Background: an optimization exercise with open tools, aiming at small area, a short achievable clock period and few clock cycles per item. Do not read the settings as production practice.
Only simulation tests tie the RTL to the original design; equivalence was not proved.
No activity file was given, so power comes from the tool's default toggle rates.

==> design/flow/design.v <==
package modred_pkg;
  typedef logic [32-1:0] word_t;
  typedef enum logic {
    MOD_MERSENNE = 1'b0,   
    MOD_FERMAT   = 1'b1    
  } mod_kind_e;
endpackage
`timescale 1ns/1ns
module modred_shared_mem #(
  parameter int ROW_W = 4,
  parameter int NROWS = 64 / ROW_W,
  parameter int PTR_W = $clog2(NROWS),
  parameter int IO_ST = 0      
) (
  input  logic                          clk_i,
  input  logic [ROW_W-1:0]              tag_v_i,      
  input  logic [ROW_W-1:0][3:0]         tag_k_i,
  input  logic [ROW_W-1:0]              tag_kind_i,
  input  logic [ROW_W-1:0]              wr_en_i,      
  input  modred_pkg::word_t             wr_data_i,
  output logic [PTR_W-1:0]              ptr_o,
  output logic [ROW_W-1:0][32-1:0] last_row_o  
);
  localparam int FIRST_PLAIN = 6;
  logic [PTR_W-1:0]                    ptr_q;
  logic [ROW_W-1:0][32-1:0]    head_q;
  logic [ROW_W-1:0]                    head_v_q;
  logic [ROW_W-1:0][3:0]               head_k_q;
  logic [ROW_W-1:0]                    head_kind_q;
  logic [ROW_W-1:0][32-1:0]    red;
  logic [ROW_W-1:0][32-1:0]    row_q [FIRST_PLAIN:NROWS-1];
  always_ff @(posedge clk_i) begin
    ptr_q <= ptr_q + 1'b1;
  end
  for (genvar i = 0; i < ROW_W; i++) begin : g_word
    always_ff @(posedge clk_i) begin
      if (IO_ST == 0) begin
        head_q[i] <= wr_en_i[i] ? wr_data_i : row_q[NROWS-1][i];
      end else begin
        head_q[i] <= row_q[NROWS-1][i];
      end
      head_v_q[i]    <= tag_v_i[i];
      head_k_q[i]    <= tag_k_i[i];
      head_kind_q[i] <= tag_kind_i[i];
    end
    modred_engine u_red (
      .clk_i  (clk_i),
      .x_i    (head_q[i]),
      .v_i    (head_v_q[i]),
      .kc_i   (head_k_q[i]),
      .kind_i (head_kind_q[i]),
      .r_o    (red[i])
    );
  end
  always_ff @(posedge clk_i) begin
    row_q[FIRST_PLAIN] <= red;
    for (int s = FIRST_PLAIN + 1; s < NROWS; s++) begin
      row_q[s] <= row_q[s-1];
      if (s == IO_ST) begin
        for (int i = 0; i < ROW_W; i++) begin
          if (wr_en_i[i]) begin
            row_q[s][i] <= wr_data_i;
          end
        end
      end
    end
  end
  assign ptr_o      = ptr_q;
  assign last_row_o = (IO_ST == 0) ? row_q[NROWS-1] : row_q[(IO_ST == 0) ? NROWS-1 : IO_ST-1];
endmodule
`timescale 1ns/1ns
module modred_add #(
  parameter int W = 16
) (
  input  logic [W-1:0] a_i,
  input  logic [W-1:0] b_i,
  input  logic         ci_i,
  output logic [W-1:0] s_o,
  output logic         co_o
);
  localparam int L = $clog2(W);
  logic [L:0][W-1:0] g;
  logic [L:0][W-1:0] p;
  logic [W-1:0]      x;
  always_comb begin
    x    = a_i ^ b_i;
    g[0] = a_i & b_i;
    p[0] = x;
    g[0][0] = (a_i[0] & b_i[0]) | (x[0] & ci_i);
    for (int l = 0; l < L; l++) begin
      for (int i = 0; i < W; i++) begin
        if (((i >> l) & 1) == 1) begin
          g[l+1][i] = g[l][i] | (p[l][i] & g[l][((i >> l) << l) - 1]);
          p[l+1][i] = p[l][i] & p[l][((i >> l) << l) - 1];
        end else begin
          g[l+1][i] = g[l][i];
          p[l+1][i] = p[l][i];
        end
      end
    end
    s_o[0] = x[0] ^ ci_i;
    for (int i = 1; i < W; i++) begin
      s_o[i] = x[i] ^ g[L][i-1];
    end
    co_o = g[L][W-1];
  end
endmodule
module modred_engine (
  input  logic        clk_i,
  input  logic [31:0] x_i,
  input  logic        v_i,
  input  logic [3:0]  kc_i,
  input  logic        kind_i,
  output logic [31:0] r_o
);
  function automatic logic [2:0] a_shift(input logic [3:0] kc);
    case (kc)
      4'd3, 4'd6, 4'd12: a_shift = 3'd4;   
      4'd5, 4'd10:       a_shift = 3'd2;   
      4'd7, 4'd14:       a_shift = 3'd6;   
      4'd9:              a_shift = 3'd1;   
      4'd11:             a_shift = 3'd3;   
      4'd13:             a_shift = 3'd5;   
      4'd15:             a_shift = 3'd7;   
      default:           a_shift = 3'd0;   
    endcase
  endfunction
  function automatic logic [1:0] b_shift(input logic [3:0] kc);
    case (kc)
      4'd5:       b_shift = 2'd1;   
      4'd3, 4'd6: b_shift = 2'd2;   
      4'd7:       b_shift = 2'd3;   
      default:    b_shift = 2'd0;   
    endcase
  endfunction
  function automatic logic b_used(input logic [3:0] kc);
    b_used = (kc >= 4'd2) && (kc <= 4'd7);
  endfunction
  function automatic logic [15:0] therm2(input logic [2:0] sh);
    for (int j = 0; j < 16; j++) begin
      therm2[j] = (j < 2 * sh);
    end
  endfunction
  function automatic logic [15:0] kmask(input logic [3:0] kc);
    for (int j = 0; j < 16; j++) begin
      kmask[j] = (kc == 4'd0) || (j < kc);
    end
  endfunction
  logic        a_on;
  logic [2:0]  a_sh;
  logic [15:0] a_keep;
  logic [15:0] a_t1;
  logic [15:0] a_t2;
  logic [15:0] a_hi;
  logic [15:0] a_slo;
  logic        a_c16;
  assign a_on   = v_i && (kc_i != 4'd0);
  assign a_sh   = a_shift(kc_i);
  assign a_keep = a_on ? therm2(a_sh) : 16'hFFFF;
  assign a_t1   = a_sh[0] ? {2'b00, x_i[31:18]} : x_i[31:16];
  assign a_t2   = a_sh[1] ? {4'h0, a_t1[15:4]} : a_t1;
  assign a_hi   = a_on ? (a_sh[2] ? {8'h00, a_t2[15:8]} : a_t2) : 16'h0000;
  modred_add #(.W(16)) u_add_a (
    .a_i (x_i[15:0]),
    .b_i (a_hi),
    .ci_i(1'b0),
    .s_o (a_slo),
    .co_o(a_c16)
  );
  logic [15:0] s1_u;
  logic [15:0] s1_lo;
  logic        s1_c16;
  logic        s1_v;
  logic [3:0]  s1_kc;
  logic        s1_kind;
  always_ff @(posedge clk_i) begin
    s1_u    <= x_i[31:16] & a_keep;
    s1_lo   <= a_slo;
    s1_c16  <= a_c16;
    s1_v    <= v_i;
    s1_kc   <= kc_i;
    s1_kind <= kind_i;
  end
  logic        a2_on;
  logic [2:0]  a2_sh;
  logic [15:0] a2_keep;
  logic [15:0] a2_inc;
  logic        a2_co;
  logic        a2_c;
  assign a2_on   = s1_v && (s1_kc != 4'd0);
  assign a2_sh   = a_shift(s1_kc);
  assign a2_keep = a2_on ? therm2(a2_sh) : 16'hFFFF;
  modred_add #(.W(16)) u_inc_a (
    .a_i (s1_u),
    .b_i (16'd0),
    .ci_i(s1_c16),
    .s_o (a2_inc),
    .co_o(a2_co)
  );
  assign a2_c = a2_on && a2_inc[{a2_sh, 1'b0}];
  logic [31:0] a2_x;
  assign a2_x = {a2_inc & a2_keep, s1_lo};
  logic        b_on;
  logic [1:0]  b_sh;
  logic [5:0]  b_keep;
  logic [19:0] b_t1;
  logic [19:0] b_t2;
  assign b_on   = s1_v && b_used(s1_kc);
  assign b_sh   = b_shift(s1_kc);
  assign b_keep = ~(6'h3F << {b_sh, 1'b0});
  assign b_t1   = b_sh[0] ? {2'b00, a2_x[27:10]} : a2_x[27:8];
  assign b_t2   = b_sh[1] ? {4'h0, b_t1[19:4]} : b_t1;
  logic [31:0] s3_x;
  logic        s3_c;
  logic        s3_v;
  logic [3:0]  s3_kc;
  logic        s3_kind;
  always_ff @(posedge clk_i) begin
    s3_x    <= b_on ? {4'h0, b_t2[13:0], a2_x[13:8] & b_keep, a2_x[7:0]} : a2_x;
    s3_c    <= a2_c;
    s3_v    <= s1_v;
    s3_kc   <= s1_kc;
    s3_kind <= s1_kind;
  end
  logic        b2_on;
  logic [1:0]  b2_sh;
  logic [5:0]  b2_keep;
  logic [13:0] b2_s;
  logic        b2_co;
  logic        b2_c;
  assign b2_on   = s3_v && b_used(s3_kc);
  assign b2_sh   = b_shift(s3_kc);
  assign b2_keep = ~(6'h3F << {b2_sh, 1'b0});
  modred_add #(.W(14)) u_add_b (
    .a_i (s3_x[13:0]),
    .b_i (s3_x[27:14]),
    .ci_i(s3_c),
    .s_o (b2_s),
    .co_o(b2_co)
  );
  always_comb begin
    case (b2_sh)
      2'd0:    b2_c = b2_s[8];
      2'd1:    b2_c = b2_s[10];
      2'd2:    b2_c = b2_s[12];
      default: b2_c = b2_co;
    endcase
  end
  logic [31:0] s4_x;
  logic        s4_c;
  logic        s4_v;
  logic [3:0]  s4_kc;
  logic        s4_kind;
  always_ff @(posedge clk_i) begin
    s4_x    <= b2_on ? {18'd0, b2_s[13:8] & b2_keep, b2_s[7:0]} : s3_x;
    s4_c    <= b2_on ? b2_c : s3_c;
    s4_v    <= s3_v;
    s4_kc   <= s3_kc;
    s4_kind <= s3_kind;
  end
  logic        c_on;
  logic        c_six;
  logic [5:0]  c_hi;
  logic [5:0]  c_lo;
  logic [5:0]  c_s;
  logic        c_co;
  assign c_six = (s4_kc == 4'd3);
  assign c_on  = s4_v && (s4_kc == 4'd2 || s4_kc == 4'd3);
  assign c_hi  = c_six ? s4_x[11:6] : {2'b00, s4_x[7:4]};
  assign c_lo  = c_six ? s4_x[5:0] : {2'b00, s4_x[3:0]};
  modred_add #(.W(6)) u_add_c (
    .a_i (c_lo),
    .b_i (c_hi),
    .ci_i(s4_c),
    .s_o (c_s),
    .co_o(c_co)
  );
  logic [5:0]  c_v;
  logic        c_c;
  logic [2:0]  c_shi;
  logic [3:0]  c_slo;
  assign c_v   = c_six ? c_s : {2'b00, c_s[3:0]};
  assign c_c   = c_six ? c_co : c_s[4];
  assign c_shi = c_six ? c_v[5:3] : {1'b0, c_v[3:2]};
  assign c_slo = (c_six ? {1'b0, c_v[2:0]} : {2'b00, c_v[1:0]}) + {3'd0, c_c};
  logic [3:0]  d_kc;
  logic [3:0]  d_sh;
  logic [29:0] d_t1;
  logic [29:0] d_t2;
  logic [29:0] d_t3;
  logic [15:0] d_hi;
  logic [15:0] d_lo;
  logic [15:0] d_loi;
  logic        d_loco;
  assign d_kc = s4_v ? s4_kc : 4'd0;
  assign d_sh = d_kc - 4'd2;            
  assign d_t1 = d_sh[0] ? {1'b0, s4_x[31:3]} : s4_x[31:2];
  assign d_t2 = d_sh[1] ? {2'b00, d_t1[29:2]} : d_t1;
  assign d_t3 = d_sh[2] ? {4'h0, d_t2[29:4]} : d_t2;
  assign d_hi = d_sh[3] ? d_t3[23:8] : d_t3[15:0];
  assign d_lo = s4_x[15:0] & kmask(d_kc);
  modred_add #(.W(16)) u_inc_d (
    .a_i (d_lo),
    .b_i (16'd0),
    .ci_i(s4_c),
    .s_o (d_loi),
    .co_o(d_loco)
  );
  logic [15:0] s6_hi;
  logic [16:0] s6_lo;    
  logic        s6_v;
  logic [3:0]  s6_kc;
  logic        s6_kind;
  always_ff @(posedge clk_i) begin
    s6_hi   <= c_on ? {13'd0, c_shi} : d_hi;
    s6_lo   <= c_on ? {13'd0, c_slo} : {d_loco, d_loi};
    s6_v    <= s4_v;
    s6_kc   <= s4_kc;
    s6_kind <= s4_kind;
  end
  logic [17:0] d2_s;
  logic        d2_co;
  modred_add #(.W(18)) u_add_d (
    .a_i ({1'b0, s6_lo}),
    .b_i ({2'b00, s6_hi} ^ {18{s6_kind}}),
    .ci_i(s6_kind),
    .s_o (d2_s),
    .co_o(d2_co)
  );
  logic [31:0] s7_x;
  logic        s7_v;
  logic [3:0]  s7_kc;
  logic        s7_kind;
  always_ff @(posedge clk_i) begin
    s7_x    <= s6_v ? {14'd0, d2_s} : {s6_hi, s6_lo[15:0]};
    s7_v    <= s6_v;
    s7_kc   <= s6_kc;
    s7_kind <= s6_kind;
  end
  logic [15:0] e_mask;
  logic [15:0] e_a;
  logic [15:0] e_a1;
  logic        e_a1co;
  logic        e_all1;    
  logic        e_all1h;   
  logic        e_ink;     
  logic        e_inc;
  logic [16:0] e_y;
  assign e_mask  = kmask(s7_kc);
  assign e_a     = s7_x[15:0] & e_mask;
  assign e_all1h = &(s7_x[15:1] | ~e_mask[15:1]);
  assign e_all1  = e_all1h & s7_x[0];
  assign e_ink   = (s7_kc == 4'd0) ? s7_x[16] : s7_x[s7_kc];
  assign e_inc   = s7_kind ? s7_x[17] : e_ink;
  modred_add #(.W(16)) u_inc_e (
    .a_i (e_a),
    .b_i (16'd0),
    .ci_i(1'b1),
    .s_o (e_a1),
    .co_o(e_a1co)
  );
  assign e_y = e_inc ? {e_a1co, e_a1} : {1'b0, e_a};
  always_comb begin
    if (!s7_v) begin
      r_o = s7_x;
    end else if (s7_kind) begin
      r_o = s7_x[17] ? {15'd0, e_y} : {15'd0, s7_x[16:0]};
    end else if (e_all1) begin
      r_o = {31'd0, e_inc};                  
    end else if (e_inc && e_all1h) begin
      r_o = 32'd0;                           
    end else begin
      r_o = {15'd0, e_y};
    end
  end
endmodule
`timescale 1ns/1ns
module modred_apb_regs #(
  parameter int ROW_W = 4,
  parameter int NROWS = 64 / ROW_W,
  parameter int PTR_W = $clog2(NROWS),
  parameter int WRD_W = $clog2(ROW_W),
  parameter int IO_ST = 0
) (
  input  logic                             clk_i,
  input  logic                             rst_ni,
  input  logic                             psel_i,
  input  logic                             penable_i,
  input  logic                             pwrite_i,
  input  logic [11:0]                      paddr_i,
  input  modred_pkg::word_t                pwdata_i,
  output modred_pkg::word_t                prdata_o,
  output logic                             pready_o,
  output logic                             pslverr_o,
  input  logic [PTR_W-1:0]                 ptr_i,
  input  logic [ROW_W-1:0][32-1:0] last_row_i,
  output logic [ROW_W-1:0]                 tag_v_o,
  output logic [ROW_W-1:0][3:0]            tag_k_o,
  output logic [ROW_W-1:0]                 tag_kind_o,
  output logic [ROW_W-1:0]                 wr_en_o,
  output modred_pkg::word_t                wr_data_o
);
  localparam logic [1:0] REG_CFG   = 2'd0;
  localparam logic [1:0] REG_BASE  = 2'd1;
  localparam logic [1:0] REG_COUNT = 2'd2;
  localparam logic [1:0] REG_CTRL  = 2'd3;
  logic [4:0]            k_q     [0:1];
  logic                  kind_q  [0:1];
  logic [6-1:0] base_q  [0:1];
  logic [8:0]            count_q [0:1];
  logic [1:0]            busy_q;
  logic [1:0]            done_q;
  logic [PTR_W-1:0]      last_q  [0:1];
  logic [5:0]            cm1_q   [0:1];    
  logic                  mem_pend_q;
  logic                  mem_we_q;
  logic [PTR_W-1:0]      mem_row_q;
  logic [WRD_W-1:0]      mem_word_q;
  logic                  pready_q;
  logic                  pslverr_q;
  modred_pkg::word_t     prdata_q;
  logic        setup;
  logic        is_mem;
  logic        is_reg;
  logic        esel;
  logic [1:0]  rsel;
  logic [4:0]  wr_k;
  logic        cfg_ok;
  logic        reg_err;
  logic [1:0]  start;
  modred_pkg::word_t reg_rdata;
  logic [1:0]  ending;      
  logic [1:0]  wr_busy;     
  logic [1:0]  done_vis;
  assign setup  = psel_i & ~penable_i;
  assign is_mem = (paddr_i[11:10] == 2'b00);
  assign is_reg = (paddr_i[11:5] == 7'b0100000);
  assign esel   = paddr_i[4];
  assign rsel   = paddr_i[3:2];
  assign wr_k   = pwdata_i[4:0];
  assign cfg_ok = (wr_k >= 5'd2) && (wr_k <= 5'd16) &&
                  !(|pwdata_i[31:9]) && !(|pwdata_i[7:5]);
  always_comb begin
    reg_err = 1'b0;
    if (!is_reg) begin
      reg_err = 1'b1;
    end else if (pwrite_i && wr_busy[esel]) begin
      reg_err = 1'b1;
    end else if (pwrite_i && rsel == REG_CFG && !cfg_ok) begin
      reg_err = 1'b1;
    end
  end
  logic [1:0] wr_sel;       
  logic [1:0] cfg_we;
  logic [1:0] base_we;
  logic [1:0] count_we;
  always_comb begin
    for (int e = 0; e < 2; e++) begin
      wr_sel[e]   = setup && pwrite_i && is_reg && (esel == 1'(e)) && !wr_busy[e];
      cfg_we[e]   = wr_sel[e] && (rsel == REG_CFG) && cfg_ok;
      base_we[e]  = wr_sel[e] && (rsel == REG_BASE);
      count_we[e] = wr_sel[e] && (rsel == REG_COUNT);
      start[e]    = wr_sel[e] && (rsel == REG_CTRL) && pwdata_i[0];
    end
  end
  always_comb begin
    reg_rdata = '0;
    if (is_reg) begin
      case (rsel)
        REG_CFG:   reg_rdata = {23'd0, kind_q[esel], 3'd0, k_q[esel]};
        REG_BASE:  reg_rdata = {26'd0, base_q[esel]};
        REG_COUNT: reg_rdata = {23'd0, count_q[esel]};
        default:   reg_rdata = {30'd0, done_vis[esel], busy_q[esel] & ~ending[esel]};
      endcase
    end
  end
  logic [PTR_W-1:0] entry_row;
  logic [PTR_W-1:0] io_row;
  logic             hit;
  assign entry_row = ptr_i + 1'b1;
  assign io_row    = ptr_i + PTR_W'(NROWS + 1 - IO_ST);
  assign hit       = mem_pend_q && (mem_row_q == io_row);
  always_comb begin
    for (int i = 0; i < ROW_W; i++) begin
      wr_en_o[i] = hit && mem_we_q && (mem_word_q == WRD_W'(i));
    end
  end
  assign wr_data_o = pwdata_i;
  always_ff @(posedge clk_i or negedge rst_ni) begin
    if (!rst_ni) begin
      mem_pend_q <= 1'b0;
      mem_we_q   <= 1'b0;
      mem_row_q  <= '0;
      mem_word_q <= '0;
    end else begin
      if (setup) begin
        mem_pend_q <= is_mem;
        mem_we_q   <= pwrite_i;
        mem_row_q  <= paddr_i[6+1:2+WRD_W];
        mem_word_q <= paddr_i[1+WRD_W:2];
      end else if (hit) begin
        mem_pend_q <= 1'b0;
      end
    end
  end
  always_ff @(posedge clk_i) begin
    pready_q  <= setup ? !is_mem : hit;
    pslverr_q <= setup && !is_mem && reg_err;
    prdata_q  <= setup ? reg_rdata : last_row_i[mem_word_q];
  end
  assign prdata_o  = prdata_q;
  assign pready_o  = pready_q;
  assign pslverr_o = pslverr_q;
  logic [PTR_W-1:0] last_pre_q [0:1];
  logic [PTR_W-1:0] rf    [0:1];
  logic [PTR_W:0]   rspan [0:1];
  logic [WRD_W-1:0] fb    [0:1];
  logic [WRD_W-1:0] lw    [0:1];
  always_comb begin
    logic [6:0] endw;     
    for (int e = 0; e < 2; e++) begin
      endw     = {1'b0, cm1_q[e]} + 7'(base_q[e][WRD_W-1:0]);
      rf[e]    = base_q[e][6-1:WRD_W];
      fb[e]    = base_q[e][WRD_W-1:0];
      lw[e]    = endw[WRD_W-1:0];
      rspan[e] = endw[WRD_W+PTR_W:WRD_W];
    end
  end
  function automatic logic [PTR_W-1:0] last_row_of(input logic [PTR_W-1:0] f,
                                                   input logic [PTR_W:0] span,
                                                   input logic [PTR_W-1:0] h);
    logic [PTR_W-1:0] off;
    off = h - f;
    if (span >= (PTR_W+1)'(NROWS - 1) || ((PTR_W+1)'(off) <= span && off != '0)) begin
      last_row_of = h - 1'b1;
    end else begin
      last_row_of = f + PTR_W'(span);
    end
  endfunction
  always_ff @(posedge clk_i or negedge rst_ni) begin
    if (!rst_ni) begin
      busy_q <= '0;
      done_q <= '0;
      for (int e = 0; e < 2; e++) begin
        k_q[e]     <= '0;
        kind_q[e]  <= 1'b0;
        base_q[e]  <= '0;
        count_q[e] <= '0;
        last_q[e]  <= '0;
        cm1_q[e]   <= '0;
      end
    end else begin
      for (int e = 0; e < 2; e++) begin
        if (start[e]) begin
          busy_q[e] <= (count_q[e] != 9'd0);
          done_q[e] <= (count_q[e] == 9'd0);
          last_q[e] <= last_pre_q[e];
        end else if (busy_q[e] && entry_row == last_q[e]) begin
          busy_q[e] <= 1'b0;
          done_q[e] <= 1'b1;
        end
        if (cfg_we[e]) begin
          k_q[e]    <= wr_k;
          kind_q[e] <= pwdata_i[8];
        end
        if (base_we[e]) begin
          base_q[e] <= pwdata_i[6-1:0];
        end
        if (count_we[e]) begin
          count_q[e] <= pwdata_i[8:0];
          cm1_q[e]   <= (pwdata_i[8:6] != 3'd0) ? 6'd63 : (pwdata_i[5:0] - 6'd1);
        end
      end
    end
  end
  always_comb begin
    for (int e = 0; e < 2; e++) begin
      ending[e]   = busy_q[e] && (last_q[e] == entry_row || last_q[e] == PTR_W'(entry_row + 1'b1) ||
                                  last_q[e] == PTR_W'(entry_row + 2'd2));
      wr_busy[e]  = busy_q[e] && (last_q[e] != entry_row);
      done_vis[e] = done_q[e] || ending[e];
    end
  end
  logic [ROW_W-1:0] pre_in0_q;
  logic [ROW_W-1:0] pre_in1_q;
  logic [ROW_W-1:0] pre_in_d [0:1];
  always_comb begin
    logic [PTR_W-1:0] roff;
    logic             in_rows;
    logic             is_first;
    logic             is_last;
    for (int e = 0; e < 2; e++) begin
      roff     = PTR_W'(ptr_i + 2'd2) - rf[e];
      in_rows  = (PTR_W+1)'(roff) <= rspan[e];
      is_first = (roff == '0);
      is_last  = ((PTR_W+1)'(roff) == rspan[e]);
      if (count_q[e] == 9'd0) begin
        pre_in_d[e] = '0;
      end else if (rspan[e] == (PTR_W+1)'(NROWS)) begin
        for (int i = 0; i < ROW_W; i++) begin
          pre_in_d[e][i] = !is_first || (WRD_W'(i) >= fb[e]) || (WRD_W'(i) <= lw[e]);
        end
      end else begin
        for (int i = 0; i < ROW_W; i++) begin
          pre_in_d[e][i] = in_rows && (!is_first || WRD_W'(i) >= fb[e]) &&
                           (!is_last || WRD_W'(i) <= lw[e]);
        end
      end
    end
  end
  always_ff @(posedge clk_i) begin
    pre_in0_q <= pre_in_d[0];
    pre_in1_q <= pre_in_d[1];
    for (int e = 0; e < 2; e++) begin
      last_pre_q[e] <= last_row_of(rf[e], rspan[e], PTR_W'(ptr_i + 2'd2));
    end
  end
  always_comb begin
    logic sel0;
    for (int i = 0; i < ROW_W; i++) begin
      sel0          = pre_in0_q[i] && (!pre_in1_q[i] || busy_q[0] || (!busy_q[1] && !esel));
      tag_v_o[i]    = (pre_in0_q[i] && (busy_q[0] || start[0])) ||
                      (pre_in1_q[i] && (busy_q[1] || start[1]));
      tag_k_o[i]    = sel0 ? k_q[0][3:0] : k_q[1][3:0];
      tag_kind_o[i] = sel0 ? kind_q[0] : kind_q[1];
    end
  end
endmodule
`timescale 1ns/1ns
module modred_top (
  input  logic              clk_i,
  input  logic              rst_ni,
  input  logic              psel_i,
  input  logic              penable_i,
  input  logic              pwrite_i,
  input  logic [11:0]       paddr_i,
  input  modred_pkg::word_t pwdata_i,
  output modred_pkg::word_t prdata_o,
  output logic              pready_o,
  output logic              pslverr_o
);
  localparam int ROW_W = 4;
  localparam int NROWS = 64 / ROW_W;
  localparam int PTR_W = $clog2(NROWS);
  localparam int IO_ST = 0;
  logic [PTR_W-1:0]                 ptr;
  logic [ROW_W-1:0][32-1:0] last_row;
  logic [ROW_W-1:0]                 tag_v;
  logic [ROW_W-1:0][3:0]            tag_k;
  logic [ROW_W-1:0]                 tag_kind;
  logic [ROW_W-1:0]                 wr_en;
  modred_pkg::word_t                wr_data;
  modred_apb_regs #(
    .ROW_W (ROW_W),
    .NROWS (NROWS),
    .IO_ST (IO_ST)
  ) u_regs (
    .clk_i      (clk_i),
    .rst_ni     (rst_ni),
    .psel_i     (psel_i),
    .penable_i  (penable_i),
    .pwrite_i   (pwrite_i),
    .paddr_i    (paddr_i),
    .pwdata_i   (pwdata_i),
    .prdata_o   (prdata_o),
    .pready_o   (pready_o),
    .pslverr_o  (pslverr_o),
    .ptr_i      (ptr),
    .last_row_i (last_row),
    .tag_v_o    (tag_v),
    .tag_k_o    (tag_k),
    .tag_kind_o (tag_kind),
    .wr_en_o    (wr_en),
    .wr_data_o  (wr_data)
  );
  modred_shared_mem #(
    .ROW_W (ROW_W),
    .NROWS (NROWS),
    .IO_ST (IO_ST)
  ) u_mem (
    .clk_i      (clk_i),
    .tag_v_i    (tag_v),
    .tag_k_i    (tag_k),
    .tag_kind_i (tag_kind),
    .wr_en_i    (wr_en),
    .wr_data_i  (wr_data),
    .ptr_o      (ptr),
    .last_row_o (last_row)
  );
endmodule
==> design/flow/flow/run.sh <==
#!/bin/bash
# Own layout flow: the standard ORFS flow (standard.sh, so the standard
# synthesis unchanged) with three differences in how the layout is made:
#  - timing repair aims for setup slack of SETUP_SLACK_MARGIN ns beyond the
#    10 ns constraint, so cells on the longest paths get sized up;
#  - ports are buffered with sky130_fd_sc_hd__buf_2 rather than the smallest
#    buffer ORFS picks (a delay cell);
#  - clock tree synthesis adds no dummy loads for balancing.
# The clock period, SDC and all checks are the design's. make's output goes to
# flow_make.log here; each ORFS step writes its own full log under orfs/logs/.
set -euo pipefail
export SETUP_SLACK_MARGIN=6.8
export BUFFER_PORTS_ARGS="-buffer_cell sky130_fd_sc_hd__buf_2"
export CTS_ARGS="-sink_clustering_enable -repair_clock_nets -dont_use_dummy_load -sink_clustering_size 35"
bash standard.sh finish > flow_make.log 2>&1
==> design/flow/standard.sh <==
#!/bin/bash
# synth_recipe.tcl (not shown) runs the flow's synth.tcl, then flattens the netlist and writes it again
# the make line also repeats each setting of config.mk as NAME=value (left out here)
make -C /OpenROAD-flow-scripts/flow DESIGN_CONFIG=/design/flow/config.mk WORK_HOME=/design/flow/orfs CLKGATE_MAP_FILE= SYNTH_SCRIPT=/design/flow/synth_recipe.tcl "${@:-finish}"
==> design/flow/config.mk <==
export PLATFORM = sky130hd
export DESIGN_NAME = modred_top
export DESIGN_NICKNAME = modred_top
export VERILOG_FILES = /design/flow/design.v
export SDC_FILE = /design/flow/constraint.sdc
export NUM_CORES = 4
export LEC_CHECK = 0
export ABC_CLOCK_PERIOD_IN_PS = 3500
export CAP_MARGIN = 20
export CORE_MARGIN = 2
export CORE_UTILIZATION = 60
export PLACE_DENSITY = 0.7
export SLEW_MARGIN = 20
==> design/flow/constraint.sdc <==
create_clock -name core_clock -period 10.0 [get_ports {clk_i}]
set_input_delay 2.0000 -clock core_clock [delete_from_list [all_inputs] [get_ports {clk_i}]]
set_output_delay 2.0000 -clock core_clock [all_outputs]
set_load 0.01 [all_outputs]
==> flow_metrics.tcl <==
set metrics [dict create \
    timing.final.crit_share_pct 34.37 \
    ir_drop_v 0.0001316 \
    setup_viol_count_final 0 \
    arrival_ns 4.18 \
    use_met3_pct 7.408 \
    rows 137 \
    ys.flop_type "dfxtp_1" \
    grt_max_degree 75 \
    hold_viol 0 \
    cpMaxStageDelayCell "mux4_2" \
    grt_pass1_vias 53530 \
    use_met2_pct 44.54 \
    clock_path_buffers 3 \
    ff_latch_area_um2 47820 \
    cts_htree_levels 4 \
    required_ns 10.74 \
    drv_slew 0 \
    dieArea_um2 143400 \
    cts_tree "done" \
    syn-cell-area_um2 84260 \
    root_buffer "clkbuf_16" \
    grtUsageTotal_pct 29.25 \
    place_congestion 0.9328 \
    ys_seq_elements 2360 \
    start_kind "register" \
    slew_headroom_pct 31.24 \
    grt.busiest_layer "met2" \
    fmax_mhz 291.0 \
    multi_input_area_um2 36060 \
    crit_start "u_mem.g_word[0].u_red.a_sh[0]" \
    area_growth_pct 12.99 \
    ant_nets 0 \
    fillCellCount 10480 \
    io_buffers 80 \
    drive_above_1_share_pct 16.34 \
    routed_wl_mm 213.4 \
    initial_core_util_pct 60.39 \
    clkSinkCount 2360 \
    drt-initial-drc-count 4341 \
    cp_common_cell "a21o_1" \
    syn-instance-count 7563 \
    fin_nets 8210 \
    cpPeakStageDelay_ns 0.52 \
    leakage_nw 40.84 \
    yosysWarnings 20 \
    die_w_um 378.7 \
    drtPass1Iterations 6 \
    cts_hold_buf 0 \
    cts_made_buffers 215 \
    ys_seq_area_share_pct 56.51 \
    drv_cap 0 \
    grt_util_met1_pct 41.20 \
    critPathKind "reg -> reg" \
    synth_edf_count 0 \
    wire_per_inst_um 22.02 \
    io-pin-count 83 \
    antenna_found_initial 48 \
    cp_cell_sequence "mux4_2, mux2i_2, nor2_1, ha_2, fa_2, a21o_1, a21o_1, a2111oi_4, o31ai_2, o211ai_1, buf_4, a21boi_4, a21oi_2, xnor2_1" \
    status "complete, no violations" \
    die_h_um 378.7 \
    hp-class "reg -> reg" \
    tightestPinTransition_ns 1.028 \
    final_common_cell "dfxtp_1" \
    power_density_nw_per_um2 172.8 \
    overflow 0 \
    fp.coreArea_um2 139500 \
    min_from "u_mem.row_q[8][2]" \
    rsz0062_at_grt "true" \
    setup_tns_ns 0 \
    synth_nets 7974 \
    via_per_inst 5.700 \
    reg2reg_from "u_mem.g_word[0].u_red.a_sh[0]" \
    p_total_mw 16.45 \
    grt_first_pass_wirelength_mm 317.8 \
    synthArstFlopShare_pct 3.136 \
    drc 0 \
    mostFrequentLayoutCells "2,211 x dfxtp_1, 562 x nand2_1, 404 x nor2_1" \
    dp_hpwl_mm 152.1 \
    routed-via-count 55250 \
    clk_latency_ns 0.84 \
    fin_worst_skew_ns 0.07339 \
    clk_pin_slew_ns 0.06 \
    syn-mean-instance-area_um2 11.14 \
    cp_max_fo 6 \
    synth.distinct_cells 103 \
    crit_path_end_kind "register" \
    fin_crit_ns 3.437 \
]
==> critical path, delay by kind of cell, from the launching register on <==
family	cells	cell delay (ns)
simple gates	1	0.08
buf+inv	1	0.16
mux	2	0.71
xor+xnor	1	0.13
fa+ha+maj	2	0.55
flops	1	0.41
compound gates	7	1.30
==> cells in the mapped netlist (all sizes together) (214+ instances only) <==
library cell | n | area, um2
a21oi | 269 | 1346
and2 | 214 | 1339
clkbuf | 237 | 889.6
dfxtp | 2286 | 45760
ha | 284 | 3553
inv | 261 | 979.7
mux2 | 260 | 2928
mux2i | 322 | 3223
nand2 | 576 | 2170
nor2 | 433 | 1630
nor2b | 237 | 1483
o21ai | 364 | 1822
==> registers in the layout (all words and copies together), names as in the netlist, 18 cells and up <==
| register | count |
|---|---|
| u_mem.g_word.u_red.s4_x | 128 |
| u_mem.g_word.u_red.s1_lo | 64 |
| u_mem.g_word.u_red.s1_u | 64 |
| u_mem.head_q | 128 |
| u_mem.g_word.u_red.s6_hi | 64 |
| u_regs.count_q | 18 |
| u_mem.g_word.u_red.s3_x | 128 |
| u_regs.prdata_q | 32 |
| u_mem.g_word.u_red.s6_lo | 68 |
| u_mem.g_word.u_red.s7_x | 128 |
| u_mem.row_q | 1280 |
==> final timing paths <==
| check | cells past startpoint | slack, ns | end |
|---|---|---|---|
| min in group asynchronous | 1 | 1.30 | u_regs.mem_row_q[3] |
| worst min register to register | 0 | 0.27 | u_mem.row_q[9][2] |
| worst max-delay path | 14 | 6.56 | u_mem.g_word[0].u_red.s1_lo[15] |
| worst max register to register | 14 | 6.56 | u_mem.g_word[0].u_red.s1_lo[15] |
| max in group asynchronous | 1 | 7.93 | u_regs.mem_word_q[0] |
| worst min-delay path | 0 | 0.27 | u_mem.row_q[9][2] |
==> cell families after synthesis <==
logic type / count (synthesis) / synth area share [%]
compound gates: 1323 / 10.22
buf+inv: 563 / 2.611
xor+xnor: 363 / 3.806
mux: 659 / 9.358
simple gates: 1931 / 11.40
fa+ha+maj: 364 / 6.094
flops: 2360 / 56.51
==> per-stage QoR <==
step	hold slack [ns]	worst slack, ns	instances	cell area, um2	util [%]
floorplan	0.3095	6.423	7563	85120	-
global placement	0.3099	5.463	9263	86620	62.08
detailed placement	0.3121	5.416	9263	86620	62.08
CTS	0.2792	6.602	9630	93940	67.32
global route	0.2868	6.446	9680	95170	68.21
finish	0.2675	6.563	9692	95200	68.23
==> where the power goes <==
group / switching, mW / internal [mW] / leakage (nW)
Combinational: 0.109 / 0.0572 / 18.7
Clock: 3.09 / 3.74 / 2.65
Sequential: 0.0244 / 9.44 / 19.5
==> layer usage <==
layer	share of wire, %	vias to the layer above	routed length (um)
met5	0.14	-	307
met4	2.7	28	5692
met3	7.7	354	16390
met2	44	1726	92890
met1	46	26710	98110
li1	-	26430	-
==> final cells by class <==
type | count | area share [%]
inverters | 264 | 1.059
flip-flops and latches | 2360 | 50.24
repair buffers | 316 | 2.660
diodes | 19 | 0.04994
multi-input cells | 4642 | 37.88
well taps | 1876 | 2.466
clock buffers | 215 | 5.651
==> timing repair <==
| action | 4_1_cts | 5_1_grt |
|---|---|---|
| resized for setup | 223 | 214 |
| setup buffers | 151 | 41 |
| setup endpoints to repair | 462 | 277 |
| cloned | 1 | 2 |
| pin swaps | 93 | 112 |
Testbench counts, summed over its fixed seeds: cycles 3,722, words 5,120.

## afterwards: timing with drivers on the ports
Ports are ideal in the flow. The routed layout listed here was re-timed in OpenROAD. Step 1 sets driving cells, clkbuf_16 on the clock port and buf_2 on the other inputs (assumed; they add their load-dependent delay and slew). Step 2 also shifts input and output timing later by t, the mid clock arrival at the registers, as if the neighbouring blocks saw the same clock. Slacks: no drivers / after step 1 / after step 2; pairs: no drivers / after step 1.
t (ns): 0.894
slack for setup (ns): 6.563 / 6.563 / 5.799
pins driven straight from the clock port: 1
After both steps setup and hold are still met in this run. For this run, drivers alone change the setup slack by 0.000 ns; drivers and shift together by -0.764 ns.
